This is an optimization exercise on Yosys and OpenROAD, whose aim is small area, a short achievable clock period and few clock cycles per item, not a production implementation.
The RTL was checked by simulation tests, not by an equivalence proof against the original design.

Setup of v19:
==> flow/design.v (excerpt) <==
module mulDivUnit
#(
  parameter int dataWidth = 32
) (
  input  logic                 clk,
  input  logic                 rstN,
  input  logic                 inReq,
  output logic                 inAck,
  input  logic [2:0]           opCode,
  input  logic [dataWidth-1:0] lOp,
  input  logic [dataWidth-1:0] rOp,
  output logic                 outReq,
  input  logic                 outAck,
  output logic [dataWidth-1:0] result,
  output logic                 divByZero,
  output logic                 divOverflow
);
Size in the first run: roughly 110 I/O pins, roughly 16000 sq um of cells after synthesis.
Settings: LEC_CHECK=0, ABC_CLOCK_PERIOD_IN_PS=4000, CAP_MARGIN=20, CORE_MARGIN=2, CORE_UTILIZATION=40, SETUP_SLACK_MARGIN=0.5, SLEW_MARGIN=20; clock period 5.0 ns.
run.sh (not shown) runs the stock make flow with config.mk's settings and CLKGATE_MAP_FILE= SYNTH_SCRIPT=/design/flow/synth_recipe.tcl, a recipe that flattens the netlist after the stock synthesis.
Testbench counts of v19, summed over its fixed seeds: cycles 17,171, items 2,048.
diff inputs: v19 => v56
Settings: a change of CORE_UTILIZATION from 40 to 60; an added PLACE_DENSITY of 0.75.
==> summary.txt <==
Relative to v19, least setup slack across all paths after layout increased by 0.030 ns in v56. Looking at slowest cell on the critical path, the fa_1 result is from v19; the edfxtp_1 one comes from v56. Changes observed in v56 relative to v19: count of nets left with antenna violations after detail routing held; area growth from synthesis to layout fell 1.2 points; number of tapcells lower; required time at the endpoint of the critical path shrank by 0.02 ns.
Here is what was changed in the inputs of v51 compared with v56.
Settings: CORE_UTILIZATION changed from 60 to 40; ABC_AREA newly set to 1; ABC_CLOCK_PERIOD_IN_PS removed (was 4000); SETUP_SLACK_MARGIN changed from 0.5 to 0.3; PLACE_DENSITY removed (was 0.75).
Notes after the runs:
v51 has completed all stages; timing, DRC and antenna checks passed. v56 -> v51: via count increased slightly. Changes observed in v51 relative to v56: fraction of final layout cells sized beyond drive strength 1 went down 9.0 points. v51 ended with more sequential element share of the synthesized area than v56. Higher ratio of final minimum period to clock period goes to v51 over v56. Diff v56..v51 | clock sink count | unchanged. Of v51 and v56, the lower synthesized area belongs to v51. Compared with v56, v51 supports a lower clock frequency. | register fraction of the total cell area | higher: v51 |. Number of cell rows: v51 and v56 compared, lower one is v56.


mulDivUnit, a different RTL version from the one above (not shown whole).
Size: ~2800 cells after synthesis, roughly 180 flip-flops, about 110 I/O pins, about 19000 um2 of cells after synthesis.
export LEC_CHECK = 0
export ABC_AREA = 1
export CAP_MARGIN = 20
export CORE_MARGIN = 2
export CORE_UTILIZATION = 40
export SLEW_MARGIN = 20
create_clock -name core_clock -period 5.0 [get_ports {clk}]
The starting point completed without violations.
Testbench counts at the start, summed over its fixed seeds: cycles 16,381, items 2,048.
Change:
- SETUP_SLACK_MARGIN: not set -> 0.3
The changed run went through all stages and came out clean.
Sequential share of layout area fell by 0.16 points.
Fmax rose by a few percent.
Final cell count is about the same.
Global-route usage barely changes.
Worst hold slack hardly moves.
Register-to-register slack is better by 0.29 ns.


Setup of rev 12:
Another version of the RTL of mulDivUnit (not shown whole).
For scale: ~2000 cells after synthesis, roughly 180 flip-flops, roughly 110 I/O pins.
Settings: LEC_CHECK=0, ABC_AREA=1, CAP_MARGIN=20, CORE_MARGIN=2, CORE_UTILIZATION=40, SETUP_SLACK_MARGIN=0.3, SLEW_MARGIN=20; clock period 5.0 ns.
standard.sh (not shown) runs the stock make flow with config.mk's settings and CLKGATE_MAP_FILE= SYNTH_SCRIPT=/design/flow/synth_recipe.tcl, a recipe that flattens the netlist after the stock synthesis.
==> flow/flow/run.sh <==
#!/bin/bash
cp standard.sh standard_sh_copy.log
export BUFFER_PORTS_ARGS="-buffer_cell sky130_fd_sc_hd__buf_2"
bash standard.sh > standard.log 2>&1
Testbench counts of rev 12, summed over its fixed seeds: cycles 17,171, items 2,048.
Changes in rev 13 relative to rev 12:
==> flow/flow/run.sh <==
#!/bin/bash
cp standard.sh standard_sh_copy.log
export BUFFER_PORTS_ARGS="-buffer_cell sky130_fd_sc_hd__buf_1"
bash standard.sh > standard.log 2>&1
--- outcome ---
Status | rev 13 and rev 12 | clean. Taking rev 12 as the reference, in rev 13 part of the cycle the worst path needs went up; via density per instance did not really move; initial antenna violation count increased 1; via count closely matched the old numbers; global routing met3 resource utilization +0.21 points. Rev 13 ends up with lower final RePlAce weighted congestion than rev 12 does. When rev 13 is set beside rev 12, its number of fill cells turns out to be 33 smaller.


v49:
The RTL this note starts from:
==> flow/design.v <==
package mulDivOpPkg;
  typedef enum logic [2:0] {
    opMul    = 3'b000,
    opMulh   = 3'b001,
    opMulhsu = 3'b010,
    opMulhu  = 3'b011,
    opDiv    = 3'b100,
    opDivu   = 3'b101,
    opRem    = 3'b110,
    opRemu   = 3'b111
  } opCodeT;
  function automatic logic isDivOp(input logic [2:0] op);
    isDivOp = op[2];
  endfunction
  function automatic logic lOpSigned(input logic [2:0] op);
    lOpSigned = (op == 3'b001) || (op == 3'b100) || (op == 3'b110);
  endfunction
  function automatic logic rOpSigned(input logic [2:0] op);
    rOpSigned = (op == 3'b001) || (op == 3'b010) || (op == 3'b100) || (op == 3'b110);
  endfunction
  function automatic logic wantsHigh(input logic [2:0] op);
    wantsHigh = (op == 3'b001) || (op == 3'b010) || (op == 3'b011);
  endfunction
  function automatic logic wantsRemainder(input logic [2:0] op);
    wantsRemainder = (op == 3'b110) || (op == 3'b111);
  endfunction
endpackage
package mulDivCtrlPkg;
  typedef enum logic [1:0] {
    stIdle,
    stBusy,
    stOffer,
    stRelease
  } stageStateT;
  typedef enum logic [1:0] {
    kIdle,
    kRun,
    kDone
  } kernelStateT;
endpackage
`timescale 1ns/1ps
module mulDivUnit
#(
  parameter int dataWidth = 32
) (
  input  logic                 clk,
  input  logic                 rstN,
  input  logic                 inReq,
  output logic                 inAck,
  input  logic [2:0]           opCode,
  input  logic [dataWidth-1:0] lOp,
  input  logic [dataWidth-1:0] rOp,
  output logic                 outReq,
  input  logic                 outAck,
  output logic [dataWidth-1:0] result,
  output logic                 divByZero,
  output logic                 divOverflow
);
  localparam int W = 37;
  logic sMul, sPrep, sIt, sFin;
  logic [2:0] op;
  logic [33:0] A;       
  logic [33:0] H;       
  logic [31:0] L;       
  logic negN;           
  logic offR;           
  logic [5:0] clzA, clzH;  
  logic [4:0] itc;      
  logic zf;             
  logic negRes;
  logic dzR;
  logic ovR;
  logic b0one, b0two, b0neg, b1one, b1two, b1neg;
  logic isIdle;
  assign isIdle = !(sMul || sPrep || sIt || sFin);
  logic lastMul, lastIt, finishing, outFree, loadPorts, capture;
  assign lastMul = sMul && zf;
  assign lastIt = sIt && zf && !op[1] && !negRes;
  assign finishing = lastMul || lastIt || sFin;
  assign outFree = !outReq && !outAck;
  assign loadPorts = isIdle || (finishing && outFree);
  assign capture = loadPorts && inReq && !inAck;
  logic negD;
  assign negD = A[33];
  logic [W-1:0] aExt, a2Ext;
  assign aExt = {{(W-34){A[33]}}, A};
  assign a2Ext = {aExt[W-2:0], 1'b0};
  logic [W-1:0] in0, in1, in2, pp1;
  assign in1 = ((b0one ? aExt : '0) | (b0two ? a2Ext : '0)) ^ {W{b0neg}};
  assign pp1 = ((b1one ? aExt : '0) | (b1two ? a2Ext : '0)) ^ {W{b1neg}};
  assign in2 = {pp1[W-3:0], b1neg, b1neg};
  assign in0 = {{(W-34){H[33]}}, H};
  logic c0, cin;
  assign c0 = b0neg;
  assign cin = (sMul && b1neg) || (sFin && op[1] && offR);
  logic [W-1:0] csaS, csaC, sum;
  assign csaS = in0 ^ in1 ^ in2;
  assign csaC = {(in0[W-2:0] & in1[W-2:0]) | (in0[W-2:0] & in2[W-2:0]) | (in1[W-2:0] & in2[W-2:0]), c0};
  logic [W:0] pg, pp, gg;
  always_comb begin
    pg = {csaS & csaC, cin};
    pp = {csaS ^ csaC, 1'b0};
    gg = pg;
    for (int l = 0; l < 6; l++) begin
      for (int i = W; i >= 0; i--) begin
        if (((i >> l) & 1) == 1) begin
          gg[i] = gg[i] | (pp[i] & gg[((i >> l) << l) - 1]);
          pp[i] = pp[i] & pp[((i >> l) << l) - 1];
        end
      end
    end
  end
  assign sum = (csaS ^ csaC) ^ gg[W-1:0];
  logic q;
  assign q = sum[W-1] ^ !negN;
  function automatic logic [2:0] booth(input logic [2:0] b);
    booth[2] = b[1] ^ b[0];
    booth[1] = (b[2] & ~b[1] & ~b[0]) | (~b[2] & b[1] & b[0]);
    booth[0] = b[2];
  endfunction
  function automatic logic [5:0] clz32(input logic [31:0] v);
    clz32 = 6'd32;
    for (int i = 0; i < 32; i++) begin
      if (v[i]) clz32 = 6'(31 - i);
    end
  endfunction
  logic [6:0] sh;
  assign sh = {1'b0, clzA} + {6'd0, negN} - {1'b0, clzH};
  logic dzV, ovV;
  assign dzV = clzA[5] && !negD;
  assign ovV = negN && negD && clzA[5] && (H[30:0] == 31'd0);
  logic divOpP, negNP, negDP;
  assign divOpP = opCode[2];
  assign negNP = ((opCode == 3'd4) || (opCode == 3'd6)) && rOp[31];
  assign negDP = ((opCode == 3'd4) || (opCode == 3'd6)) && lOp[31];
  logic [31:0] res;
  always_comb begin
    if (sIt) res = {L[30:0], q};
    else if (sFin || (op == 3'd3)) res = sum[31:0];
    else if (op == 3'd0) res = {sum[3:0], L[31:4]};
    else res = sum[35:4];
  end
  logic [4:0] shC;
  assign shC = sh[4:0] | {5{sh[5]}};
  logic [33:0] aAl;
  always_comb begin
    aAl = A;
    if (shC[0]) aAl = {aAl[32:0], 1'b0};
    if (shC[1]) aAl = {aAl[31:0], 2'b00};
    if (shC[2]) aAl = {aAl[29:0], 4'h0};
    if (shC[3]) aAl = {aAl[25:0], 8'h00};
    if (shC[4]) aAl = {aAl[17:0], 16'h0000};
  end
  always_ff @(posedge clk) begin
    if (!rstN) begin
      sMul <= 1'b0;
      sPrep <= 1'b0;
      sIt <= 1'b0;
      sFin <= 1'b0;
      inAck <= 1'b0;
      outReq <= 1'b0;
    end else begin
      if (capture) begin
        inAck <= 1'b1;
      end else if (!inReq) begin
        inAck <= 1'b0;
      end
      if (finishing && outFree) begin
        outReq <= 1'b1;
      end else if (outAck) begin
        outReq <= 1'b0;
      end
      if (loadPorts) begin
        sMul <= capture && !divOpP;
        sPrep <= capture && divOpP;
        sIt <= 1'b0;
        sFin <= 1'b0;
      end else if (sPrep) begin
        sPrep <= 1'b0;
        sFin <= dzV || sh[6];
        sIt <= !dzV && !sh[6];
      end else if (sIt && !lastIt) begin
        if (zf) begin
          sIt <= 1'b0;
          sFin <= 1'b1;
        end
      end
    end
  end
  always_ff @(posedge clk) begin
    if (finishing && outFree) begin
      result <= res;
      divByZero <= dzR;
      divOverflow <= ovR;
    end
    if (loadPorts) begin
      op <= opCode;
      A <= {{2{mulDivOpPkg::lOpSigned(opCode) && lOp[31]}}, lOp};
      L <= rOp;
      H <= !divOpP ? '0 : {{2{negNP}}, rOp};
      negN <= divOpP && negNP;
      offR <= 1'b0;
      itc <= (opCode == 3'd3) ? 5'd8 : 5'd7;
      zf <= 1'b0;
      clzA <= clz32(negDP ? ~lOp : lOp);
      clzH <= clz32(negNP ? ~rOp : rOp);
      dzR <= 1'b0;
      ovR <= 1'b0;
      {b0one, b0two, b0neg} <= booth({rOp[1:0], 1'b0});
      {b1one, b1two, b1neg} <= booth(rOp[3:1]);
    end else if (sMul) begin
      if (!zf) begin
        H <= {sum[W-1], sum[W-1:4]};
        L <= {sum[3:0], L[31:4]};
        itc <= itc - 5'd1;
        zf <= (itc == 5'd1);
        if ((itc == 5'd1) && (op == 3'd3)) begin
          {b0one, b0two, b0neg} <= booth({2'b00, L[3]});
          {b1one, b1two, b1neg} <= 3'b000;
        end else begin
          {b0one, b0two, b0neg} <= booth(L[5:3]);
          {b1one, b1two, b1neg} <= booth(L[7:5]);
        end
      end
    end else if (sPrep) begin
      L <= 32'd0;
      itc <= shC;
      zf <= (sh == 7'd0);
      negRes <= op[1] ? negN : (negN ^ negD);
      dzR <= dzV;
      ovR <= ovV;
      if (dzV || sh[6]) begin
        if (!op[1]) begin
          A <= {34{dzV}};
          H <= '0;
        end
        {b0one, b0two, b0neg} <= {!op[1], 1'b0, 1'b0};
        {b1one, b1two, b1neg} <= 3'b000;
      end else begin
        A <= aAl;
        {b0one, b0two, b0neg} <= {1'b1, 1'b0, !(negN ^ negD)};
        {b1one, b1two, b1neg} <= {1'b0, 1'b0, negN};
      end
    end else if (sIt && !lastIt) begin
      L <= {L[30:0], q};
      offR <= negN;
      {b1one, b1two, b1neg} <= 3'b000;
      itc <= itc - 5'd1;
      zf <= (itc == 5'd1);
      if (zf && !op[1]) begin
        A <= {2'b00, L[30:0], q};
        H <= '0;
        {b0one, b0two, b0neg} <= 3'b101;
      end else begin
        H <= sum[33:0];
        if (zf) begin
          b0one <= !q;
          b0neg <= negN ^ negD;
        end else begin
          A <= {A[33], A[33:1]};
          b0neg <= !((negN ? q : !q) ^ negD);
        end
      end
    end
  end
endmodule
export LEC_CHECK = 0
export ABC_AREA = 1
export CAP_MARGIN = 20
export CORE_MARGIN = 2
export CORE_UTILIZATION = 40
export CTS_BUF_LIST = sky130_fd_sc_hd__clkbuf_8
export GPL_TIMING_DRIVEN = 0
export SETUP_SLACK_MARGIN = 0.3
export SLEW_MARGIN = 20
create_clock -name core_clock -period 5.0 [get_ports {clk}]
==> flow/flow/run.sh <==
#!/bin/bash
cp standard.sh standard_sh_copy.log
export BUFFER_PORTS_ARGS="-buffer_cell sky130_fd_sc_hd__buf_2"
bash standard.sh > standard.log 2>&1
v49 finished every stage and its layout cleared the timing, DRC and antenna checks.
Testbench counts of v49, summed over its fixed seeds: cycles 15,179, items 2,048.
#### Input delta (v22 over v49)
# v49
export LEC_CHECK = 0
export ABC_AREA = 1
export CAP_MARGIN = 20
export CORE_MARGIN = 2
export CORE_UTILIZATION = 40
export CTS_BUF_LIST = sky130_fd_sc_hd__clkbuf_8
export GPL_TIMING_DRIVEN = 0
export SETUP_SLACK_MARGIN = 0.3
export SLEW_MARGIN = 20
create_clock -name core_clock -period 5.0 [get_ports {clk}]
# v22
export LEC_CHECK = 0
export ABC_AREA = 1
export CAP_MARGIN = 20
export CORE_MARGIN = 2
export CORE_UTILIZATION = 50
export CTS_BUF_LIST = sky130_fd_sc_hd__clkbuf_8
export SETUP_SLACK_MARGIN = 0.3
export SLEW_MARGIN = 20
create_clock -name core_clock -period 5.0 [get_ports {clk}]
Notes after the runs:
For the die area, v22 came in 8000 um^2 lower than v49 did. Summary of the comparison: buffering stage count on the worst path with inverters included is higher in v22, relative to v49. v49 has a lower logic depth of the worst setup path including buffers than v22. Worst setup path endpoint = result[24]: v22; worst setup path endpoint = result[28]: v49. | final critical-path required period | lower: v22 |. Highest layer used for signal routing: met4 -> v22, met5 -> v49. v22 against v49; met2 layer wire length in the routed design is down by more than 10%. Taking v49 as the reference, in v22 number of antenna repair diodes picked up an extra 1; worst setup slack picked up an extra 78 ps.
--- input diff v22..v59 ---
# v22
export LEC_CHECK = 0
export ABC_AREA = 1
export CAP_MARGIN = 20
export CORE_MARGIN = 2
export CORE_UTILIZATION = 50
export CTS_BUF_LIST = sky130_fd_sc_hd__clkbuf_8
export SETUP_SLACK_MARGIN = 0.3
export SLEW_MARGIN = 20
create_clock -name core_clock -period 5.0 [get_ports {clk}]
# v59
export LEC_CHECK = 0
export ABC_AREA = 1
export CAP_MARGIN = 20
export CORE_MARGIN = 2
export CORE_UTILIZATION = 40
export CTS_BUF_LIST = sky130_fd_sc_hd__clkbuf_8
export SETUP_SLACK_MARGIN = 0.3
export SLEW_MARGIN = 20
create_clock -name core_clock -period 5.0 [get_ports {clk}]
Notes after the runs:
First-iteration DRC count: v59 better than v22
Compared to v22, v59 has multi-input logic portion of the cell area 0.26 points lower.
Taking v59 over v22, the critical path depth ratio works out to 0.875.
v59 can be clocked faster than v22.
Compared v59 vs v22, and data required time at the worst endpoint is up in v59.
HPWL after detailed placement, v59 vs v22: down by a few percent
In the tables for v22 and v59, pin count of the biggest net entering global routing reads lower with v22.
The following lists how v43 was set up differently from v59:
# v59
export LEC_CHECK = 0
export ABC_AREA = 1
export CAP_MARGIN = 20
export CORE_MARGIN = 2
export CORE_UTILIZATION = 40
export CTS_BUF_LIST = sky130_fd_sc_hd__clkbuf_8
export SETUP_SLACK_MARGIN = 0.3
export SLEW_MARGIN = 20
create_clock -name core_clock -period 5.0 [get_ports {clk}]
# v43
export LEC_CHECK = 0
export ABC_AREA = 1
export CAP_MARGIN = 20
export CORE_MARGIN = 2
export CORE_UTILIZATION = 40
export SETUP_SLACK_MARGIN = 0.3
export SLEW_MARGIN = 20
create_clock -name core_clock -period 5.0 [get_ports {clk}]
--- outcome ---
v43 — met1 routing resource usage after global routing 0.57 points higher, v59 as reference
Between v59 and v43, growth of design area from synthesis to finish increased.
#### Input delta (v41 over v43)
# v43
export LEC_CHECK = 0
export ABC_AREA = 1
export CAP_MARGIN = 20
export CORE_MARGIN = 2
export CORE_UTILIZATION = 40
export SETUP_SLACK_MARGIN = 0.3
export SLEW_MARGIN = 20
create_clock -name core_clock -period 5.0 [get_ports {clk}]
# v41
export LEC_CHECK = 0
export ABC_AREA = 1
export CAP_MARGIN = 20
export CORE_MARGIN = 2
export CORE_UTILIZATION = 40
export CTS_BUF_LIST = sky130_fd_sc_hd__clkbuf_8
export SETUP_SLACK_MARGIN = 0.3
export SLEW_MARGIN = 20
export TNS_END_PERCENT = 5
create_clock -name core_clock -period 5.0 [get_ports {clk}]
Results
A critical path endpoint of result[12] is what v43 shows, while result[28] belongs to v41. Non-filler instance count after layout delta (v43 -> v41): insignificant. Taking v43 as the reference point, the maximum cell stage delay along the critical path of v41 rises by 20 ps. There was hardly any difference in number of vias in the routed layout between v41 and v43. Met2 layer wire length in the routed design delta (v43 -> v41): insignificant. v41 and v43 ended up with roughly the same register-to-register slack.

-- separate check: timing with driven ports --
The results above use ideal ports. As a check the final layouts listed here were re-extracted and re-timed, cells and wires unchanged. Step 1 (the two cells are an assumption about what drives the block):
set clk [get_ports {clk}]
set_driving_cell -lib_cell sky130_fd_sc_hd__clkbuf_16 $clk
set_driving_cell -lib_cell sky130_fd_sc_hd__buf_2 [delete_from_list [all_inputs] $clk]
Step 2 also shifts input and output timing later by t, the mid clock arrival at the registers, as if the neighbouring blocks saw the same clock. Slacks: ideal / step 1 / step 2; pairs: ideal / step 1.
run	t, ns	setup WS [ns]	clock arrival spread, ns	slew at the worst register clock pin (ns)	cell pins on the clock port's net
v19	0.544	0.510 / 0.510 / 0.510	0.018 / 0.018	0.08 / 0.08	1
v56	0.487	0.540 / 0.540 / 0.540	0.023 / 0.023	0.09 / 0.09	1
v51	0.513	0.493 / 0.493 / 0.493	0.016 / 0.016	0.08 / 0.08	1
the first run of note 2	0.527	0.166 / 0.166 / 0.166	0.027 / 0.026	0.09 / 0.09	1
the second run of note 2	0.525	0.460 / 0.460 / 0.460	0.032 / 0.032	0.09 / 0.09	1
rev 12	0.535	0.493 / 0.493 / 0.493	0.017 / 0.016	0.08 / 0.08	1
rev 13	0.525	0.445 / 0.445 / 0.445	0.013 / 0.014	0.08 / 0.08	1
v49	0.581	0.362 / 0.362 / 0.362	0.025 / 0.026	0.11 / 0.11	1
v22	0.559	0.440 / 0.440 / 0.440	0.021 / 0.021	0.11 / 0.11	1
v59	0.576	0.466 / 0.466 / 0.466	0.016 / 0.016	0.10 / 0.10	1
v43	0.518	0.480 / 0.480 / 0.480	0.012 / 0.012	0.08 / 0.08	1
v41	0.569	0.490 / 0.490 / 0.490	0.019 / 0.019	0.11 / 0.11	1
After both steps every run listed still meets setup and hold.
